Context: an optimization exercise on an open-source flow, tuned for small area, a short achievable clock period and few clock cycles per item. The choices shown serve that exercise and are no tape-out recipe. In this exercise RTL edits were held to simulation tests only and were not proved equivalent to the original. Power figures rest on the tool's default switching activity, not on a simulated workload.

==> flow/design.v (excerpt) <==
module noise_estimation_top (
	input  logic        clk,
	input  logic        rst_n,
	input  logic        start_of_frame,
	input  logic [2:0]  blocks_log2,
	input  logic        sample_valid,
	input  logic [7:0]  sample_data,
	output logic        sample_ready,
	output logic        block_stat_valid,
	output logic [27:0] block_stat,    
	output logic        noise_valid,
	output logic [20:0] noise_result   
);
	assign sample_ready = 1'b1;
	logic       v0;       
	logic [7:0] x0;       
	always_ff @(posedge clk or negedge rst_n) begin
		if (!rst_n) v0 <= 1'b0;
		else        v0 <= sample_valid;
	end
	always_ff @(posedge clk)
		x0 <= sample_valid ? sample_data : 8'd0;
	logic [5:0]  cnt;       
	logic        sof_q;     
	logic        blk_last;  
	logic        clr;
	logic [13:0] s_acc;     
	logic [13:0] s_next;
	logic [19:0] qs, qc;    
	logic [19:0] qs_g, qc_g;
	logic [19:0] qs_n, qc_n;
	assign blk_last = v0 && (&cnt);
	assign clr      = blk_last || sof_q;
	always_ff @(posedge clk or negedge rst_n) begin
		if (!rst_n) begin
			cnt   <= '0;
			sof_q <= 1'b0;
		end else begin
			sof_q <= start_of_frame;
			if (v0) cnt <= cnt + 1'b1;
		end
	end
	assign qs_g   = qs;
	assign qc_g   = qc;
	assign s_next = s_acc + {6'd0, x0};
	logic cs0;
	logic cs1;
	logic cs2;
	logic cs3;
	logic cs4;
	logic cs5;
	logic cs6;
	logic cs7;
	logic cs8;
	logic cs9;
	logic cs10;
	logic cs11;
	logic cs12;
	logic cs13;
	logic cs14;
	logic cs15;
	logic cs16;
	logic cs17;
	logic cs18;
	logic cs19;
	logic cs20;
	logic cs21;
	logic cs22;
	logic cs23;
	logic cs24;
	logic cs25;
	logic cs26;
	logic cs27;
	logic cs28;
	logic cs29;
	logic cs30;
	logic cs31;
	logic cs32;
	logic cs33;
	logic cs34;
	logic cs35;
	logic cs36;
	logic cs37;
	logic cs38;
	logic cs39;
	logic cs40;
	logic cs41;
	logic cs42;
	logic cs43;
	logic cs44;
	logic cs45;
	logic cs46;
	logic cs47;
	logic cs48;
	logic cs49;
	logic cs50;
	logic cs51;
	logic cs52;
	logic cs53;
	logic cs54;
	logic cs55;
	logic cs56;
  ...
For scale: about 180 flip-flops, about 0.0079 mm² of cells after synthesis.
Settings: LEC_CHECK=0, CAP_MARGIN=20, CORE_MARGIN=2, CORE_UTILIZATION=60, CTS_BUF_LIST=sky130_fd_sc_hd__clkbuf_4 sky130_fd_sc_hd__clkbuf_8, SLEW_MARGIN=20; clock period 8.0 ns.
standard.sh (not shown) runs the stock make flow with config.mk's settings and CLKGATE_MAP_FILE= SYNTH_SCRIPT=/design/flow/synth_recipe.tcl, a recipe that flattens the netlist after the stock synthesis.
==> flow/flow/run.sh <==
#!/bin/bash
# The standard layout (standard.sh: the ORFS flow and synthesis, unchanged) with three
# settings the flow's own config cannot express:
#  - ports buffered with a plain buffer instead of the slow delay cell buffer_ports picks;
#  - clock tree built without dummy loads, from a strong root buffer;
set -euo pipefail
export BUFFER_PORTS_ARGS="-buffer_cell sky130_fd_sc_hd__buf_2"
export CTS_ARGS="-sink_clustering_enable -repair_clock_nets -dont_use_dummy_load -root_buf sky130_fd_sc_hd__clkbuf_16 -buf_list {sky130_fd_sc_hd__clkbuf_8}"
export SETUP_SLACK_MARGIN=5.5
bash standard.sh > standard.log 2>&1
Testbench counts at the start, summed over its fixed seeds: cycles 38,461, samples 36,864.
Then changed:
--- a/flow/flow/run.sh
+++ b/flow/flow/run.sh
@@ -8,3 +8,3 @@
 export CTS_ARGS="-sink_clustering_enable -repair_clock_nets -dont_use_dummy_load -root_buf sky130_fd_sc_hd__clkbuf_16 -buf_list {sky130_fd_sc_hd__clkbuf_8}"
-export SETUP_SLACK_MARGIN=5.5
+export SETUP_SLACK_MARGIN=5.6
 bash standard.sh > standard.log 2>&1
The new run went through all stages and came out clean.
Critical path depth does not change.
Via count rises slightly.
Setup slack gains 0.039 ns.
Routed wire length goes up by a few percent.
Total power goes up by a few percent.
Non-clock buffer count rises by 12.
Sequential power is about the same.
Fmax went up slightly.
Global-route usage rises by 0.53 points.
Synthesized area is unchanged.

## what the ideal ports hide
How much do the figures lean on ideal ports? The routed layouts below were timed once more, with nothing changed but the port constraints. Step 1, drivers: a clkbuf_16 drives clk and a buf_2 each remaining input, both assumed. Step 2 adds t to the input delays and takes it off the output delays; t is the mean of the earliest and latest rising clock arrival at the registers after step 1. Input paths then give back, and output paths get back, about the clock's delay inside the block. Slacks: ideal / step 1 / step 2; pairs: ideal / step 1.
run | shift t [ns] | slack for setup (ns) | slew at the worst register clock pin (ns) | cell pins on the clock port's net
the first run | 0.408 | 5.428 / 5.386 / 5.601 | 0.08 / 0.08 | 1
the second run | 0.402 | 5.467 / 5.423 / 5.646 | 0.09 / 0.09 | 1
After both steps setup and hold are still met in every run listed.
